Background: an optimization exercise with open tools, aiming at small area. Do not read the settings as production practice.
In this exercise RTL edits were held to simulation tests only and were not proved equivalent to the original.
Power and IR drop assume default switching activity.

**flow/design.v**
```verilog
package pmp_pkg;
  localparam int pmpaddrbits = 55;
  typedef logic [63:0]            word64;
  typedef logic [pmpaddrbits-1:0] pmpaddr_type;
  typedef pmpaddr_type            pmpaddr_vec_type [16];
  typedef enum logic [1:0] {
    a_off   = 2'b00,
    a_tor   = 2'b01,
    a_na4   = 2'b10,
    a_napot = 2'b11
  } pmp_a_e;
  typedef enum logic [1:0] {
    acc_fetch = 2'b00,
    acc_load  = 2'b01,
    acc_store = 2'b10,
    acc_rsvd  = 2'b11
  } pmp_acc_e;
  typedef struct packed {
    logic       l;
    logic [1:0] rsvd;
    pmp_a_e     a;
    logic       x;
    logic       w;
    logic       r;
  } pmpcfg_type;
  localparam logic [1:0] prv_m = 2'b11;
  function automatic pmpaddr_type napot_force(input integer g);
    napot_force = '0;
    for (integer i = 0; i < pmpaddrbits; i = i + 1)
      if (i < g - 1) napot_force[i] = 1'b1;
  endfunction
  function automatic pmpcfg_type cfg_legalize(input logic [7:0] d, input integer g);
    logic [7:0] c;
    c = d;
    c[6:5] = 2'b00;
    if (c[1] && !c[0]) c[1] = 1'b0;
    if (g >= 1 && c[4:3] == 2'b10) c[4:3] = 2'b00;
    cfg_legalize = c;
  endfunction
endpackage
module pmp_mchk_entry
#(
  parameter int pmp_msb    = 55,
  parameter int pmp_g      = 10,
  parameter int pmp_no_tor = 0
) (
  input  logic [pmp_msb:0] addr,
  input  logic [1:0]       acc,
  input  logic             priv_m,
  input  pmp_pkg::pmpcfg_type       cfg,
  input  pmp_pkg::pmpaddr_type      addr_lo,
  input  pmp_pkg::pmpaddr_type      addr_hi,
  output logic             match,
  output logic             ok
);
  localparam pmp_pkg::pmpaddr_type force_ones = pmp_pkg::napot_force(pmp_g);
  pmp_pkg::pmpaddr_type waddr;
  pmp_pkg::pmpaddr_type napot_base;
  pmp_pkg::pmpaddr_type napot_mask;
  logic        perm;
  logic        unused_bits;
  assign waddr       = pmp_pkg::pmpaddr_type'(addr[pmp_msb:2]);
  assign unused_bits = ^{addr[1:0], cfg.rsvd};
  assign napot_base  = addr_hi | force_ones;
  assign napot_mask  = napot_base ^ (napot_base + pmp_pkg::pmpaddr_type'(1));
  always_comb begin
    match = 1'b0;
    case (cfg.a)
      pmp_pkg::a_tor:   match = (pmp_no_tor == 0) && (waddr >= addr_lo) && (waddr < addr_hi);
      pmp_pkg::a_na4:   match = (waddr == addr_hi);
      pmp_pkg::a_napot: match = ((waddr ^ napot_base) & ~napot_mask) == '0;
      default: match = 1'b0;
    endcase
  end
  always_comb begin
    perm = 1'b0;
    case (acc)
      pmp_pkg::acc_fetch: perm = cfg.x;
      pmp_pkg::acc_load:  perm = cfg.r;
      pmp_pkg::acc_store: perm = cfg.w;
      default:   perm = 1'b0;
    endcase
  end
  assign ok = (acc != pmp_pkg::acc_rsvd) && ((priv_m && !cfg.l) || perm);
endmodule
module pmp_mchk
#(
  parameter int pmp_entries = 16,
  parameter int pmp_msb     = 55,
  parameter int pmp_g       = 10,
  parameter int pmp_no_tor  = 0,
  parameter int nch         = 2
) (
  input  logic                       clk300p,
  input  logic                       rstn,
  input  logic                       cfg_we,
  input  logic                       addr_we,
  input  logic [3:0]                 cfg_idx,
  input  logic [7:0]                 cfg_data,
  input  logic [pmp_pkg::pmpaddrbits-1:0]     addr_data,
  input  logic [1:0]                 prv,
  input  logic [1:0]                 mpp,
  input  logic                       mprv,
  input  logic [nch-1:0]             req_valid,
  output logic [nch-1:0]             req_ready,
  input  logic [nch-1:0][pmp_msb:0]  req_addr,
  input  logic [nch-1:0][1:0]        req_acc,
  output logic [nch-1:0]             rsp_valid,
  output logic [nch-1:0]             rsp_ok,
  output logic [15:0]                fault_cnt,
  input  logic                       cnt_clr
);
  logic [15:0][7:0]                        cfg_q;
  logic [15:0][pmp_pkg::pmpaddrbits-1:0]   addr_q;
  logic [15:0]     tor_lock;
  logic [nch-1:0]                  s0_valid, s0_m;
  logic [nch-1:0][pmp_msb:0]       s0_addr;
  logic [nch-1:0][1:0]             s0_acc;
  logic [nch-1:0][pmp_entries-1:0] e_match, e_ok, s1_match, s1_ok;
  logic [nch-1:0]                  s1_valid, s1_nomatch_ok, nomatch_ok, sel_ok;
  logic [2:0]                      n_fault;
  logic [16:0]                     cnt_sum;
  assign req_ready = {nch{!(cfg_we | addr_we)}};
  always_comb begin
    tor_lock = '0;
    for (int i = 0; i < pmp_entries - 1; i++)
      tor_lock[i] = cfg_q[i+1][7] && (cfg_q[i+1][4:3] == pmp_pkg::a_tor);
  end
  always_ff @(posedge clk300p or negedge rstn) begin
    if (!rstn) begin
      cfg_q  <= '0;
      addr_q <= '0;
    end else begin
      for (int i = 0; i < pmp_entries; i++) begin
        if (cfg_we && cfg_idx == 4'(i) && !cfg_q[i][7])
          cfg_q[i] <= pmp_pkg::cfg_legalize(cfg_data, pmp_g);
        if (addr_we && cfg_idx == 4'(i) && !cfg_q[i][7] && !tor_lock[i])
          addr_q[i] <= addr_data;
      end
    end
  end
  always_ff @(posedge clk300p or negedge rstn) begin
    if (!rstn) begin
      s0_valid <= '0;
      s0_m     <= '0;
      s0_addr  <= '0;
      s0_acc   <= '0;
    end else begin
      s0_valid <= req_valid & req_ready;
      for (int c = 0; c < nch; c++) begin
        if (req_valid[c] && req_ready[c]) begin
          s0_addr[c] <= req_addr[c];
          s0_acc[c]  <= req_acc[c];
          s0_m[c]    <= (((prv == pmp_pkg::prv_m) && mprv && (req_acc[c] != pmp_pkg::acc_fetch)) ? mpp : prv) == pmp_pkg::prv_m;
        end
      end
    end
  end
  for (genvar c = 0; c < nch; c++) begin : g_ch
    for (genvar e = 0; e < pmp_entries; e++) begin : g_ent
      pmp_pkg::pmpaddr_type lo;
      if (e == 0) begin : g_first
        assign lo = '0;
      end else begin : g_rest
        assign lo = addr_q[e-1];
      end
      pmp_mchk_entry #(
        .pmp_msb   (pmp_msb),
        .pmp_g     (pmp_g),
        .pmp_no_tor(pmp_no_tor)
      ) u_entry (
        .addr   (s0_addr[c]),
        .acc    (s0_acc[c]),
        .priv_m (s0_m[c]),
        .cfg    (cfg_q[e]),
        .addr_lo(lo),
        .addr_hi(addr_q[e]),
        .match  (e_match[c][e]),
        .ok     (e_ok[c][e])
      );
    end
    assign nomatch_ok[c] = s0_m[c] && (s0_acc[c] != pmp_pkg::acc_rsvd);
  end
  always_ff @(posedge clk300p or negedge rstn) begin
    if (!rstn) begin
      s1_valid      <= '0;
      s1_match      <= '0;
      s1_ok         <= '0;
      s1_nomatch_ok <= '0;
    end else begin
      s1_valid      <= s0_valid;
      s1_match      <= e_match;
      s1_ok         <= e_ok;
      s1_nomatch_ok <= nomatch_ok;
    end
  end
  always_comb begin
    sel_ok = s1_nomatch_ok;
    for (int c = 0; c < nch; c++)
      for (int e = pmp_entries - 1; e >= 0; e--)
        if (s1_match[c][e]) sel_ok[c] = s1_ok[c][e];
  end
  always_ff @(posedge clk300p or negedge rstn) begin
    if (!rstn) begin
      rsp_valid <= '0;
      rsp_ok    <= '0;
    end else begin
      rsp_valid <= s1_valid;
      rsp_ok    <= sel_ok & s1_valid;
    end
  end
  always_comb begin
    n_fault = '0;
    for (int c = 0; c < nch; c++)
      n_fault = n_fault + 3'(rsp_valid[c] & ~rsp_ok[c]);
    cnt_sum = {1'b0, fault_cnt} + 17'(n_fault);
  end
  always_ff @(posedge clk300p or negedge rstn) begin
    if (!rstn)        fault_cnt <= '0;
    else if (cnt_clr) fault_cnt <= '0;
    else              fault_cnt <= cnt_sum[16] ? 16'hFFFF : cnt_sum[15:0];
  end
endmodule
```
**flow/run.sh**
```bash
#!/bin/bash
# synth_recipe.tcl (not shown) runs the flow's synth.tcl, then flattens the netlist and writes it again
# the make line also repeats each setting of config.mk as NAME=value (left out here)
make -C /OpenROAD-flow-scripts/flow DESIGN_CONFIG=/design/flow/config.mk WORK_HOME=/design/flow/orfs CLKGATE_MAP_FILE= SYNTH_SCRIPT=/design/flow/synth_recipe.tcl finish
```
**flow/config.mk**
```make
export PLATFORM = sky130hd
export DESIGN_NAME = pmp_mchk
export DESIGN_NICKNAME = pmp_mchk
export VERILOG_FILES = /design/flow/design.v
export SDC_FILE = /design/flow/constraint.sdc
export NUM_CORES = 4
export LEC_CHECK = 0
export CAP_MARGIN = 35
export CORE_MARGIN = 2
export CORE_UTILIZATION = 40
export SLEW_MARGIN = 35
```
**flow/constraint.sdc**
```tcl
create_clock -name core_clock -period 6.0 [get_ports {clk300p}]
set_input_delay 1.2000 -clock core_clock [delete_from_list [all_inputs] [get_ports {clk300p}]]
set_output_delay 1.2000 -clock core_clock [all_outputs]
set_load 0.01 [all_outputs]
```
==> run notes <==
## final cells by class
| cell class | instances | area, sq um |
|---|---|---|
| Timing Repair Buffer | 660 | 5930 |
| Inverter | 970 | 3640 |
| Antenna cell | 74 | 185 |
| Clock inverter | 65 | 863 |
| Sequential cell | 1180 | 29500 |
| Tap cell | 3366 | 4210 |
| Multi-Input combinational cell | 8901 | 68600 |
| Clock buffer | 221 | 4690 |
| Fill cell | 24454 | 136000 |
## metrics by stage
stage          std cells  utilization [%]  setup slack, ns  power [uW]  instance area, sq um
2_1_floorplan      11312                -             2.87       22300                102000
3_3_place_gp       15062             43.8             1.16       31900                111000
3_5_place_dp       15068             43.9             1.25       32200                112000
4_1_cts            15354             46.1             1.17       42700                117000
5_1_grt            15370             46.3             1.08       45600                117000
6_report           15437             46.3            0.920       44000                118000
## state kept, by name, indices dropped and copies added (netlist names), 4 cells and up
signal and count:
cfg_q 96, s1_ok 32, s0_addr 108, s1_match 32
s0_acc 4, addr_q 880, fault_cnt 16
## cells in the final DEF (no fill, tap or decap), types with 52 or more instances in the layout
master and n:
ha_1 1752, and2_1 56, or4_1 80, o22ai_1 139, inv_1 966, o21a_1 54
nand2b_1 56, a31oi_1 271, mux2_2 874, a211oi_1 98, and4_1 126, a41oi_1 66
nand2_1 621, clkdlybuf4s50_1 168, a21o_1 278, buf_4 397, o221ai_1 52, and3_1 148
nor4_1 228, nand4_1 437, o211ai_1 64, nor2b_1 93, dfrtp_1 1166, nor2_1 621
diode_2 74, nor3_1 291, clkbuf_16 165, nand3_1 264, o21ai_0 630, a21oi_1 931
## worst paths after layout
kind / cells after the start / slack, ns / endpoint / start
worst min-delay path: 1 / 0.22 / addr_q[829] / rstn
worst min register to register: 0 / 0.34 / s1_valid[1] / s0_valid[1]
worst max-delay path: 11 / 0.92 / s1_match[24] / s0_addr[81]
max in group asynchronous: 2 / 4.19 / s0_addr[41] / rstn
min in group core_clock: 0 / 0.34 / s1_valid[1] / s0_valid[1]
worst max register to register: 11 / 0.92 / s1_match[24] / s0_addr[81]
## kinds of logic after synthesis
family	count (synthesis)	synth area share, %
buffers and inverters	1231	4.54
xor gates and xnor gates	23	0.197
muxes	879	9.69
DFF	1180	28.9
AOI/OAI and AO/OA	2999	18.3
adders and majority gates	1753	21.5
and+or+nand+nor	3247	16.9
## power by group through the flow
stage	registers, uW	logic [uW]	clock network, uW
after floorplan	10800	11500	0
after global placement	11500	20400	0
after detailed placement	11600	20600	0
after CTS	11400	20700	10500
after global routing	11600	23100	10800
final	11600	22000	10400
## layer usage
layer  vias to the layer above  GRT usage (%)  share of wire [%]
met3                      1377           21.9                 15
met5                         -              0              0.043
met2                      7035           58.1                 37
met1                     52572           62.4                 42
li1                      44404              -                  -
met4                        36           23.1                5.9
==> flow_metrics.py <==
metrics = {
    "timing": {
        "timing.setup.tns_ns": 0,
        "setup_viol": 0,
        "timing.slew.headroom_pct": 21.6,
        "hold_viol": 0,
        "rsz0062_at_grt": "no",
        "min_period_ns": 5.08,
        "fmax_mhz": 197,
        "period_share_pct": 84.7,
        "slew_viol_final": 0,
        "tightest_slew_ns": 1.18,
        "finClkSkew_ns": 0.0800,
        "hold_ws_ns": 0.223,
    },
    "synth": {
        "synth_edf_count": 0,
        "synth_cell_types": 94,
        "synth_area_leaders": "dfrtp_1, ha_1, mux2_2",
        "synth_top_area_share_pct": 28.9,
        "synthCells": 11312,
        "synth_most_common_cell": "ha_1",
        "synth_area_leader_cell": "dfrtp_1",
        "ys_ff_latch": 1180,
        "synth_area_per_cell_sq_um": 9.02,
        "synth_fp_nets": 13260,
        "ys_async_sr_fraction_pct": 100,
        "synth_commonest_cells": "ha_1, dfrtp_1, inv_1, a21oi_1, mux2_2",
        "synth_area_sq_um": 102000,
        "yosysWarnings": 2,
        "ys_seq_area_share_pct": 28.9,
        "synth_ff_type": "dfrtp_1",
    },
    "cts": {
        "cts-root-buf": "clkbuf_16",
        "cts_htree_levels": 4,
        "cts_setup_buffers": 0,
        "cts_buffers": 162,
        "postCtsHoldBufs": 0,
        "clock_latency_ns": 0.91,
        "cts_tree": "done",
        "cts_resized": 0,
        "cts_sinks": 1180,
        "cts.clk_slew.worst_paths_ns": 0.06,
        "clock_path_buffers": 4,
    },
    "worst_setup_path": {
        "worst_ep_arrival_time_ns": 5.83,
        "cp_slowest_cell": "nor4_1",
        "slowest_delay_ns": 0.69,
        "worstPathRequired_ns": 6.75,
        "worst_setup_path_end_kind": "flip-flop",
        "start_kind": "flip-flop",
        "crit_fanout": 4,
        "critical-path-top-delay-family": "simple AND/OR/NAND/NOR gates",
        "worstPathCellList": "ha_1 -> nand2_1 -> a2111o_1 -> nor3_1 -> nor4b_1 -> o221a_2 -> nand4_1 -> nor4_1 -> buf_4 -> a21oi_1 -> o22ai_1",
        "crit_type": "reg2reg",
        "path_buf_inv": 1,
    },
    "cells_and_area": {
        "syn_to_final_growth_pct": 15.3,
        "nets": 13823,
        "drive_above_1_share_pct": 15.2,
    },
    "route": {
        "vias": 105424,
        "first_iter_violations": 15775,
        "first_pass_iters": 7,
        "wirelength_um": 609000,
        "wl_per_cell_um": 39.5,
        "ant_nets": 0,
        "via_per_inst": 6.83,
        "drc": 0,
    },
    "power_and_ir_drop": {
        "p_sw_uw": 20800,
        "power.leakage_uw": 0.0521,
        "clockPowerShare_pct": 23.7,
        "ir_drop_uv": 332,
        "swShare_pct": 47.3,
        "internal_power_uw": 23200,
        "p_per_area_nw_per_um2": 374,
        "pwr-share-comb_pct": 50.0,
        "seq_power_share_pct": 26.3,
    },
    "min_path": {
        "hp-class": "in2async",
    },
    "floorplanning": {
        "io_pins": 217,
        "core_sq_um": 254000,
        "die_area_sq_um": 259000,
        "fp.dieH_um": 509,
        "std_cell_rows": 185,
        "initial_core_util_pct": 40.2,
        "die_x_um": 509,
    },
    "placed_design": {
        "gp_congestion": 1.14,
        "port_buffers": 210,
        "dp_hpwl_um": 479000,
    },
    "grt": {
        "grt_start_max_net_pins": 144,
        "grt-ovfl-total": 0,
        "antenna_found_initial": 87,
        "grt_pass1_vias": 97056,
        "grt_pass1_wl_um": 816000,
        "grt_use_total_pct": 45.6,
    },
    "run": {
        "drv_cap": 0,
    },
    "status": {
        "status": "no timing/DRC/antenna violations",
    },
}

static timing again, ports no longer ideal:
No port has a modelled driver above. Below, the same layout with a new extraction and two added sets of constraints.
Step 1 (the two cells are an assumption about what drives the block):
set clk [get_ports {clk300p}]
set_driving_cell -lib_cell sky130_fd_sc_hd__clkbuf_16 $clk
set_driving_cell -lib_cell sky130_fd_sc_hd__buf_2 [delete_from_list [all_inputs] $clk]
Step 2 moves the port delays by t, midway between the first and last clock arrival at a register: inputs arrive t later, outputs are due t later. That takes back most of the time a late clock gives input paths.
Slacks: ideal ports / drivers / drivers and shift; pairs: ideal ports / drivers.
t (ns): 0.962
setup WS [ns]: 0.920 / 0.920 / 0.920
clock arrival spread, ns: 0.081 / 0.081
worst slew at a driven data input, ns: 0.36
cell pins on the clock port's net: 1
After both steps this run still meets setup and hold. The setup slack of this run moves by 0.000 ns with the drivers and by 0.000 ns with both steps.
